This is an optimization exercise on Yosys and OpenROAD, whose aim is small area and a short achievable clock period, not a production implementation. In this exercise RTL edits were held to simulation tests only and were not proved equivalent to the original. Power and IR drop assume default switching activity.

==> flow/design.v <==
package enigma_pkg;
  localparam int WORD_W      = 6;
  localparam int ROTOR_DEPTH = 64;
  localparam int PLUG_DEPTH  = 32;
  typedef logic [WORD_W-1:0] word_t;
  typedef enum logic [1:0] {
    TBL_ROTOR_A   = 2'd0,
    TBL_PLUGBOARD = 2'd1,
    TBL_ROTOR_B   = 2'd2
  } table_sel_e;
  typedef enum logic [1:0] {
    SW_INVERT      = 2'd0,
    SW_REVERSE     = 2'd1,
    SW_SWAP_PAIRS  = 2'd2,
    SW_SWAP_HALVES = 2'd3
  } sw_mode_e;
  localparam word_t LFSR_SEED = 6'b000001;
  localparam logic [ROTOR_DEPTH*WORD_W-1:0] ROTOR_B_STEP = {
    6'd33, 6'd0, 6'd20, 6'd41, 6'd27, 6'd31, 6'd45, 6'd12,
    6'd7, 6'd37, 6'd1, 6'd62, 6'd52, 6'd35, 6'd19, 6'd50,
    6'd59, 6'd36, 6'd4, 6'd15, 6'd11, 6'd30, 6'd39, 6'd51,
    6'd46, 6'd53, 6'd3, 6'd5, 6'd44, 6'd9, 6'd16, 6'd49,
    6'd55, 6'd60, 6'd34, 6'd14, 6'd63, 6'd32, 6'd2, 6'd54,
    6'd40, 6'd8, 6'd47, 6'd22, 6'd6, 6'd57, 6'd13, 6'd26,
    6'd38, 6'd18, 6'd29, 6'd21, 6'd24, 6'd58, 6'd28, 6'd10,
    6'd43, 6'd23, 6'd48, 6'd42, 6'd17, 6'd25, 6'd61, 6'd56
  };
endpackage
`timescale 1ns/1ps
module enigma_ctrl (
  input  logic              clk,
  input  logic              srst_n,
  input  logic              load,
  input  logic              encrypt,
  input  logic [1:0]        table_idx,
  input  enigma_pkg::word_t code_in,
  output enigma_pkg::word_t word_q,
  output logic              enc_valid_q,
  output enigma_pkg::word_t load_word,
  output logic              pb_we,
  output logic              ra_we,
  output logic              rb_we
);
  enigma_pkg::table_sel_e table_sel;
  enigma_pkg::word_t      word_r;
  assign table_sel = enigma_pkg::table_sel_e'(table_idx);
  always_ff @(posedge clk) begin
    if (!srst_n) begin
      enc_valid_q <= 1'b0;
      pb_we       <= 1'b0;
      ra_we       <= 1'b0;
      rb_we       <= 1'b0;
    end else begin
      enc_valid_q <= encrypt;
      pb_we       <= load && (table_sel == enigma_pkg::TBL_PLUGBOARD);
      ra_we       <= load && (table_sel == enigma_pkg::TBL_ROTOR_A);
      rb_we       <= load && (table_sel == enigma_pkg::TBL_ROTOR_B);
    end
  end
  always_ff @(posedge clk) begin
    word_r <= code_in;
  end
  assign word_q    = word_r;
  assign load_word = word_r;
endmodule
`timescale 1ns/1ps
module plugboard (
  input  logic              clk,
  input  logic              srst_n,
  input  logic              we,
  input  enigma_pkg::word_t load_word,
  input  enigma_pkg::word_t in_word,
  input  logic              in_valid,
  output enigma_pkg::word_t out_word,
  output logic              out_valid
);
  localparam int N = enigma_pkg::PLUG_DEPTH;
  enigma_pkg::word_t mem [N];
  logic [N-1:0]      match;
  logic [N-1:0]      below;
  logic [N-1:0]      first_q;
  logic              hit_q;
  enigma_pkg::word_t word_q;
  logic              valid_q;
  enigma_pkg::word_t swap_word;
  always_ff @(posedge clk) begin
    if (we) begin
      mem[0] <= load_word;
      for (int i = 1; i < N; i++) begin
        mem[i] <= mem[i-1];
      end
    end
  end
  always_comb begin
    for (int i = 0; i < N; i++) begin
      match[i] = (mem[i] == in_word);
    end
    below[0] = 1'b0;
    for (int i = 1; i < N; i++) begin
      below[i] = below[i-1] | match[i-1];
    end
  end
  always_ff @(posedge clk) begin
    first_q <= match & ~below;
    hit_q   <= |match;
    word_q  <= in_word;
  end
  always_comb begin
    swap_word = hit_q ? '0 : word_q;
    for (int i = 0; i < N; i++) begin
      swap_word = swap_word | (mem[i ^ 1] & {enigma_pkg::WORD_W{first_q[i]}});
    end
  end
  always_ff @(posedge clk) begin
    if (!srst_n) begin
      valid_q   <= 1'b0;
      out_valid <= 1'b0;
    end else begin
      valid_q   <= in_valid;
      out_valid <= valid_q;
    end
  end
  always_ff @(posedge clk) begin
    out_word <= swap_word;
  end
endmodule
`timescale 1ns/1ps
module rotor_a (
  input  logic              clk,
  input  logic              srst_n,
  input  logic              we,
  input  enigma_pkg::word_t load_word,
  input  enigma_pkg::word_t in_word,
  input  logic              in_valid,
  output enigma_pkg::word_t out_word,
  output logic              out_valid
);
  localparam int D = enigma_pkg::ROTOR_DEPTH;
  localparam int W = enigma_pkg::WORD_W;
  enigma_pkg::word_t mem [D];
  logic [1:0]        mem_lo [D];
  logic [W-3:0]      mem_hi [D];
  enigma_pkg::word_t off_lag;     
  logic [1:0]        step_q;      
  logic [1:0]        step;
  enigma_pkg::word_t base_q;      
  logic              v1_q;
  enigma_pkg::word_t addr;
  logic              c2;
  logic              ones;        
  enigma_pkg::word_t addr_q;      
  logic              v2_q;
  logic [1:0]        lo_q;
  always_ff @(posedge clk) begin
    if (we) begin
      mem[D-1] <= load_word;
      for (int i = 0; i < D - 1; i++) begin
        mem[i] <= mem[i+1];
      end
    end
  end
  always_comb begin
    for (int i = 0; i < D; i++) begin
      mem_lo[i] = mem[i][1:0];
      mem_hi[i] = mem[i][W-1:2];
    end
  end
  always_comb begin
    addr[0] = base_q[0] ^ step_q[0];
    addr[1] = base_q[1] ^ step_q[1] ^ (base_q[0] & step_q[0]);
    c2      = (base_q[1] & step_q[1])
            | ((base_q[1] | step_q[1]) & base_q[0] & step_q[0]);
    ones = 1'b1;
    for (int i = 2; i < W; i++) begin
      addr[i] = base_q[i] ^ (c2 & ones);
      ones    = ones & base_q[i];
    end
  end
  assign step = v1_q ? mem_lo[addr] : 2'd0;
  always_ff @(posedge clk) begin
    if (!srst_n) begin
      off_lag   <= '0;
      step_q    <= '0;
      v1_q      <= 1'b0;
      v2_q      <= 1'b0;
      out_valid <= 1'b0;
    end else begin
      off_lag   <= off_lag + enigma_pkg::word_t'(step_q);
      step_q    <= step;
      v1_q      <= in_valid;
      v2_q      <= v1_q;
      out_valid <= v2_q;
    end
  end
  always_ff @(posedge clk) begin
    base_q   <= in_word + off_lag + enigma_pkg::word_t'(step_q);
    addr_q   <= addr;
    lo_q     <= mem_lo[addr];
    out_word <= {mem_hi[addr_q], lo_q};
  end
endmodule
`timescale 1ns/1ps
module bit_switch (
  input  logic              clk,
  input  logic              srst_n,
  input  enigma_pkg::word_t in_word,
  input  logic              in_valid,
  input  logic              step_next,
  output enigma_pkg::word_t out_idx,
  output logic              out_valid
);
  enigma_pkg::sw_mode_e mode;
  enigma_pkg::sw_mode_e mode_nxt;
  enigma_pkg::word_t    sw_word;
  enigma_pkg::word_t    step_word;
  always_comb begin
    case (mode)
      enigma_pkg::SW_INVERT:   sw_word = ~in_word;
      enigma_pkg::SW_REVERSE: begin
        sw_word = {in_word[0], in_word[1], in_word[2],
                   in_word[3], in_word[4], in_word[5]};
      end
      enigma_pkg::SW_SWAP_PAIRS: begin
        sw_word = {in_word[4], in_word[5], in_word[2],
                   in_word[3], in_word[0], in_word[1]};
      end
      default: begin
        sw_word = {in_word[2], in_word[1], in_word[0],
                   in_word[5], in_word[4], in_word[3]};
      end
    endcase
  end
  assign step_word = enigma_pkg::ROTOR_B_STEP[sw_word*enigma_pkg::WORD_W +: enigma_pkg::WORD_W];
  always_comb begin
    case (mode)
      enigma_pkg::SW_INVERT:     mode_nxt = enigma_pkg::sw_mode_e'(~in_word[1:0]);
      enigma_pkg::SW_REVERSE:    mode_nxt = enigma_pkg::sw_mode_e'({in_word[4], in_word[5]});
      enigma_pkg::SW_SWAP_PAIRS: mode_nxt = enigma_pkg::sw_mode_e'({in_word[0], in_word[1]});
      default:                   mode_nxt = enigma_pkg::sw_mode_e'({in_word[4], in_word[3]});
    endcase
  end
  always_ff @(posedge clk) begin
    if (!srst_n) begin
      mode      <= enigma_pkg::SW_INVERT;
      out_valid <= 1'b0;
    end else begin
      out_valid <= in_valid;
      if (in_valid) begin
        mode <= mode_nxt;
      end
    end
  end
  always_ff @(posedge clk) begin
    out_idx <= step_next ? step_word : sw_word;
  end
endmodule
`timescale 1ns/1ps
module rotor_b (
  input  logic              clk,
  input  logic              srst_n,
  input  logic              we,
  input  logic              we_next,
  input  enigma_pkg::word_t load_word,
  input  enigma_pkg::word_t in_idx,
  input  logic              in_valid,
  output enigma_pkg::word_t out_word,
  output logic              out_valid
);
  localparam int D = enigma_pkg::ROTOR_DEPTH;
  localparam int W = enigma_pkg::WORD_W;
  enigma_pkg::word_t mem     [D];
  enigma_pkg::word_t mem_nxt [D];
  enigma_pkg::word_t quad [4];   
  logic [1:0]        rd_lo;
  logic [3:0]        step_q;    
  logic [1:0]        xor_q;     
  logic              hold_q;    
  always_comb begin
    for (int j = 0; j < 4; j++) begin
      quad[j] = mem[{in_idx[W-1:2], 2'(j)}];
    end
  end
  assign rd_lo     = in_idx[1:0] ^ xor_q;
  assign out_word  = quad[rd_lo];
  assign out_valid = in_valid;
  always_ff @(posedge clk) begin
    if (!srst_n) begin
      step_q <= '0;
      xor_q  <= '0;
      hold_q <= 1'b1;
    end else begin
      for (int k = 0; k < 4; k++) begin
        step_q[k] <= in_valid && (out_word[1:0] == 2'(k));
      end
      xor_q  <= in_valid ? out_word[1:0] : 2'd0;
      hold_q <= !in_valid && !we_next;
    end
  end
  always_comb begin
    for (int i = 0; i < D; i++) begin
      mem_nxt[i] = (mem[i] & {W{hold_q}})
                 | ((i == D - 1 ? load_word : mem[(i + 1) % D]) & {W{we}});
      for (int k = 0; k < 4; k++) begin
        mem_nxt[i] = mem_nxt[i]
                   | (mem[enigma_pkg::ROTOR_B_STEP[i*W +: W] ^ W'(k)] & {W{step_q[k]}});
      end
    end
  end
  always_ff @(posedge clk) begin
    for (int i = 0; i < D; i++) begin
      mem[i] <= mem_nxt[i];
    end
  end
endmodule
`timescale 1ns/1ps
module whitening (
  input  logic              clk,
  input  logic              srst_n,
  input  enigma_pkg::word_t in_word,
  input  logic              in_valid,
  output enigma_pkg::word_t code_out,
  output logic              code_valid
);
  enigma_pkg::word_t lfsr;
  always_ff @(posedge clk) begin
    if (!srst_n) begin
      lfsr       <= enigma_pkg::LFSR_SEED;
      code_valid <= 1'b0;
    end else begin
      code_valid <= in_valid;
      if (in_valid) begin
        lfsr <= {lfsr[4:0], lfsr[4] ^ lfsr[5]};
      end
    end
  end
  always_ff @(posedge clk) begin
    code_out <= in_word ^ lfsr;
  end
endmodule
`timescale 1ns/1ps
module enigma_top (
  input  logic              clk,
  input  logic              srst_n,
  input  logic              load,
  input  logic              encrypt,
  input  logic [1:0]        table_idx,
  input  enigma_pkg::word_t code_in,
  output enigma_pkg::word_t code_out,
  output logic              code_valid
);
  enigma_pkg::word_t word_q;
  enigma_pkg::word_t load_word;
  enigma_pkg::word_t pb_word;
  enigma_pkg::word_t ra_word;
  enigma_pkg::word_t sw_idx;
  enigma_pkg::word_t rb_word;
  logic              enc_valid_q;
  logic              pb_we;
  logic              ra_we;
  logic              rb_we;
  logic              rb_we_next;
  logic              pb_valid;
  logic              ra_valid;
  logic              sw_valid;
  logic              rb_valid;
  enigma_ctrl i_enigma_ctrl (
    .clk         (clk),
    .srst_n      (srst_n),
    .load        (load),
    .encrypt     (encrypt),
    .table_idx   (table_idx),
    .code_in     (code_in),
    .word_q      (word_q),
    .enc_valid_q (enc_valid_q),
    .load_word   (load_word),
    .pb_we       (pb_we),
    .ra_we       (ra_we),
    .rb_we       (rb_we)
  );
  assign rb_we_next = load && (table_idx == 2'd2);
  plugboard i_plugboard (
    .clk       (clk),
    .srst_n    (srst_n),
    .we        (pb_we),
    .load_word (load_word),
    .in_word   (word_q),
    .in_valid  (enc_valid_q),
    .out_word  (pb_word),
    .out_valid (pb_valid)
  );
  rotor_a i_rotor_a (
    .clk       (clk),
    .srst_n    (srst_n),
    .we        (ra_we),
    .load_word (load_word),
    .in_word   (pb_word),
    .in_valid  (pb_valid),
    .out_word  (ra_word),
    .out_valid (ra_valid)
  );
  bit_switch i_bit_switch (
    .clk       (clk),
    .srst_n    (srst_n),
    .in_word   (ra_word),
    .in_valid  (ra_valid),
    .step_next (sw_valid),
    .out_idx   (sw_idx),
    .out_valid (sw_valid)
  );
  rotor_b i_rotor_b (
    .clk       (clk),
    .srst_n    (srst_n),
    .we        (rb_we),
    .we_next   (rb_we_next),
    .load_word (load_word),
    .in_idx    (sw_idx),
    .in_valid  (sw_valid),
    .out_word  (rb_word),
    .out_valid (rb_valid)
  );
  whitening i_whitening (
    .clk        (clk),
    .srst_n     (srst_n),
    .in_word    (rb_word),
    .in_valid   (rb_valid),
    .code_out   (code_out),
    .code_valid (code_valid)
  );
endmodule
==> flow/flow/run.sh <==
#!/bin/bash
# Standard layout, except that synthesis leaves adders to ABC instead of
# mapping them onto the library's full/half adder cells (ADDER_MAP_FILE
# empty skips extract_fa and the adder techmap). Registers are untouched.
set -euo pipefail
bash standard.sh ADDER_MAP_FILE= finish > standard.log 2>&1
==> flow/standard.sh <==
#!/bin/bash
# synth_recipe.tcl (not shown) runs the flow's synth.tcl, then flattens the netlist and writes it again
# the make line also repeats each setting of config.mk as NAME=value (left out here)
make -C /OpenROAD-flow-scripts/flow DESIGN_CONFIG=/design/flow/config.mk WORK_HOME=/design/flow/orfs CLKGATE_MAP_FILE= SYNTH_SCRIPT=/design/flow/synth_recipe.tcl "${@:-finish}"
==> flow/config.mk <==
export PLATFORM = sky130hd
export DESIGN_NAME = enigma_top
export DESIGN_NICKNAME = enigma_top
export VERILOG_FILES = /design/flow/design.v
export SDC_FILE = /design/flow/constraint.sdc
export NUM_CORES = 4
export LEC_CHECK = 0
export ABC_CLOCK_PERIOD_IN_PS = 1800
export CAP_MARGIN = 20
export CORE_MARGIN = 2
export CORE_UTILIZATION = 50
export CTS_CLUSTER_DIAMETER = 100
export CTS_CLUSTER_SIZE = 20
export PLACE_DENSITY = 0.65
export SETUP_SLACK_MARGIN = 3.3
export SLEW_MARGIN = 20
==> flow/constraint.sdc <==
create_clock -name core_clock -period 5.5 [get_ports {clk}]
set_input_delay 1.1000 -clock core_clock [delete_from_list [all_inputs] [get_ports {clk}]]
set_output_delay 1.1000 -clock core_clock [all_outputs]
set_load 0.01 [all_outputs]
==> impl_metrics.yaml <==
status:
  status: "complete, no violations"
clocking:
  cts-root-buf: "clkbuf_16"
  insertion_delay_ns: 0.73
  cts_tree: "done"
  cts_buffer_depth: 3
  cts.clk_slew.worst_paths_ns: 0.09
  clkSinkCount: 1077
  numCtsBuffers: 60
  cts_max_level: 2
setup_path:
  cp.depth: 8
  worst_setup_path_start_kind: "flip-flop"
  r2r-end: "i_rotor_a.lo_q[1]$_DFF_P_"
  critPathArrivalTime_ns: 3.00
  rr_startpoint: "i_rotor_a.base_q[2]$_DFF_P_"
  crit_type: "reg -> reg"
  path_delay_family: "compound AO/OA/AOI/OAI gates"
  critPathRequiredTime_ns: 6.11
  cp_slowest_cell: "a222oi_1"
  r2r_slack_ns: 3.12
  critPathBufInv: 1
  cp-end-kind: "flip-flop"
  slowest_delay_ns: 0.47
  worstRegToRegCells: 8
  crit_chain: "buf_12 -> nor2b_4 -> a22oi_2 -> o21bai_4 -> a222oi_1 -> a41oi_2 -> nor4_4 -> a21oi_1"
  crit_fanout: 13
finish:
  regArea_um2: 27500
  multi_input_area_um2: 22500
  final_nets: 4529
  drive_gt1_share_pct: 15.8
  antenna_cells: 0
  fin_area_um2: 57400
  area_delta_synth_final_pct: 14.4
  fill_cells: 8290
pwr:
  powerDensity_nw_per_um2: 329
  seq_power_share_pct: 48.4
  peakVddDrop_mv: 0.239
  leakagePower_uw: 0.0190
  pwr-share-comb_pct: 26.0
  clockPowerShare_pct: 25.6
  intPower_uw: 12900
  switchingPower_uw: 5990
  power_uw: 18900
  swShare_pct: 31.7
global_route:
  grt.total_usage_pct: 32.5
  grt_max_degree: 246
  grt_pass1_wl_um: 262000
  grt_pass1_vias: 39962
  antenna_found_initial: 6
  grt_overflow: 0
routing:
  wl_per_cell_um: 30.6
  vias: 43730
  drt-vias-per-instance: 7.47
  drt_iter0_markers: 8622
  firstDrtPassIters: 9
  drc_errors: 0
  wl_um: 179000
  postRouteAntennaNets: 0
floorplan:
  initial_core_util_pct: 50.3
  die_w_um: 321
  die_area_um2: 103000
  rows: 116
  io-pin-count: 19
  core_area_um2: 99900
  die_y_um: 321
logic_synthesis:
  ys_seq_elements: 1077
  async_reset_ff_share_pct: 0
  synth-edff-count: 576
  synth_compound_area_share_pct: 26.7
  yosysUniqueCellTypes: 91
  postSynthAreaPerCell_um2: 11.2
  yosys_warnings: 13
  synth_area_leaders: "edfxtp_1 (34%), dfxtp_1 (20%), a22oi_1 (19%), nand3_1 (4.5%), clkbuf_1 (2.4%)"
  netlist_instances: 4490
  synth_ff_type: "edfxtp_1"
  synth-xor-area-share_pct: 4.06
  synth_top_cell_by_area: "edfxtp_1"
  synth_nets: 4502
  syn_area_um2: 50200
  yosysSeqAreaShare_pct: 54.4
  yosys-top-cells-count: "a22oi_1 (1245), edfxtp_1 (576), dfxtp_1 (501), nand3_1 (451), clkbuf_1 (325)"
  synth_top_family_by_area: "compound AO/OA/AOI/OAI gates"
  synthMuxAreaShare_pct: 1.49
  synth_top_area_share_pct: 34.4
  synthAdderAreaFrac_pct: 0.0997
  synthSimpleGateAreaFrac_pct: 9.70
  synthMostInstantiatedCell: "a22oi_1"
worst_hold_path:
  hp-class: "reg -> reg"
  whs_path_depth: 0
  whs_endpoint: "i_rotor_a.out_word[1]$_DFF_P_"
  min-delay-start: "i_rotor_a.lo_q[1]$_DFF_P_"
timing:
  max_slew_margin_pct: 22.2
  fin_tns_setup_ns: 0
  period_minus_slack_ns: 2.38
  finalHoldViolCount: 0
  slew_violations: 0
  fmax_ghz: 0.420
  post-route-period-util_pct: 43.3
  fin_ws_ns: 3.12
  holdWs_ns: 0.433
  rsz0062_at_grt: "true"
  clock_skew_ns: 0.0397
  tightest_slew_ns: 1.17
  finalSetupViolCount: 0
placement:
  globalplace.congestion: 0.975
  place_area_um2: 51300
  hpwl_um: 101000
  port_buffers: 18
  place_ws_ns: 2.11
job:
  maxCapViolCount: 0
## state kept, by name, indices dropped and copies added (netlist names), 2 cells and up
signal                cells
i_bit_switch.mode         2
i_bit_switch.out_idx      6
i_enigma_ctrl.word_r      6
i_plugboard.first_q      32
i_plugboard.mem         192
i_plugboard.out_word      6
i_plugboard.word_q        6
i_rotor_a.addr_q          6
i_rotor_a.base_q          6
i_rotor_a.lo_q            2
i_rotor_a.mem           384
i_rotor_a.off_lag         6
i_rotor_a.out_word        6
i_rotor_a.step_q          2
i_rotor_b.mem           384
i_rotor_b.step_q          4
i_rotor_b.xor_q           2
i_whitening.code_out      6
i_whitening.lfsr          6
## power by group through the flow
stage               registers, µW  clock network [µW]  logic, µW
floorplan                    9060                   0       2140
global placement             9390                   0       2960
detailed placement           9390                   0       2970
CTS                          9140                4920       4060
global route                 9180                5180       5100
finish                       9150                4850       4920
## cell families (layout without fill, tap and decap cells)
kind of cell / Yosys count / count (layout)
adder cells (fa/ha/maj): 5 / 5
flip-flops: 1077 / 1077
AND/OR/NAND/NOR: 917 / 925
XOR/XNOR: 230 / 230
AO/OA/AOI/OAI: 1760 / 1760
buffers and inverters: 437 / 497
multiplexers: 64 / 65
## per-layer routing
| metal | global-route usage, % | vias to the layer above | part of all wire [%] |
|---|---|---|---|
| li1 | - | 18421 | - |
| met1 | 46.7 | 21525 | 39 |
| met2 | 49.1 | 3180 | 45 |
| met3 | 4.84 | 598 | 11 |
| met4 | 13.8 | 6 | 4.7 |
| met5 | 0 | - | 0.022 |
## how the worst max path moves through the flow
stage,startpoint,end
2_1_floorplan,i_enigma_ctrl.ra_we$_SDFF_PN0_,i_rotor_a.mem[0][0]$_DFFE_PP_
3_3_place_gp,i_bit_switch.out_idx[4]$_DFF_P_,i_rotor_b.step_q[0]$_SDFF_PN0_
3_5_place_dp,i_bit_switch.out_idx[4]$_DFF_P_,i_rotor_b.step_q[0]$_SDFF_PN0_
4_1_cts,i_whitening.code_out[0]$_DFF_P_,code_out[0]
5_1_grt,i_rotor_a.base_q[1]$_DFF_P_,i_rotor_a.step_q[0]$_SDFF_PN0_
6_report,i_rotor_a.base_q[2]$_DFF_P_,i_rotor_a.lo_q[1]$_DFF_P_
## worst reg2reg max path, cell delays in order, from the launching register on
cell      delay, ns
dfxtp_4        0.38
buf_12         0.16
nor2b_4        0.18
a22oi_2        0.23
o21bai_4       0.15
a222oi_1       0.47
a41oi_2        0.24
nor4_4         0.34
a21oi_1        0.11
## placed cells by master, fill, tap and decap left out, types with 66 or more instances in the layout
cell and n:
a21oi_1 66, a22o_1 79, a22oi_1 1237, buf_4 229, clkbuf_16 66, dfxtp_1 458
edfxtp_1 576, nand2_1 123, nand3_1 450, xnor2_1 99, xor2_1 119
## area by class of cell
class	count	share of cell area, %
Inverter	29	0.242
Sequential cell	1077	47.8
Timing Repair Buffer	364	6.94
Tap cell	1298	2.83
Multi-Input combinational cell	2985	39.2
Clock inverter	8	0.172
Clock buffer	96	2.85
## what timing repair did
| action | in CTS | in global routing |
|---|---|---|
| pin swaps | 73 | 95 |
| buffers inserted | 155 | 109 |
| gates resized for setup | 250 | 179 |
| hold endpoints to repair | 0 | 0 |
| setup endpoints to repair | 132 | 381 |
| gates cloned | 13 | 15 |
| hold buffers | 0 | 0 |
## through the flow
stage | util, % | std cells
after floorplan | - | 4490
after global placement | 51.3 | 5460
after detailed placement | 51.3 | 5460
after CTS | 55.6 | 5732
after global routing | 57.5 | 5857
final | 57.5 | 5857

-- port drivers added, routing unchanged --
Ports are ideal in the flow. The routed layout listed here was re-timed in OpenROAD.
Step 1 sets driving cells, clkbuf_16 on the clock port and buf_2 on the other inputs (assumed; they add their load-dependent delay and slew).
Step 2 moves the port delays by t, midway between the first and last clock arrival at a register: inputs arrive t later, outputs are due t later. That takes back most of the time a late clock gives input paths.
a / b / c = ideal ports / drivers / drivers and shift; a / b = the first two.
t, ns: 0.788
setup WS [ns]: 3.116 / 3.082 / 2.784
worst setup path after step 2: input to register
clock arrival spread, ns: 0.050 / 0.049
pins driven straight from the clock port: 1
After both steps this run still meets setup and hold. The setup slack of this run moves by -0.034 ns with the drivers and by -0.332 ns with both steps.
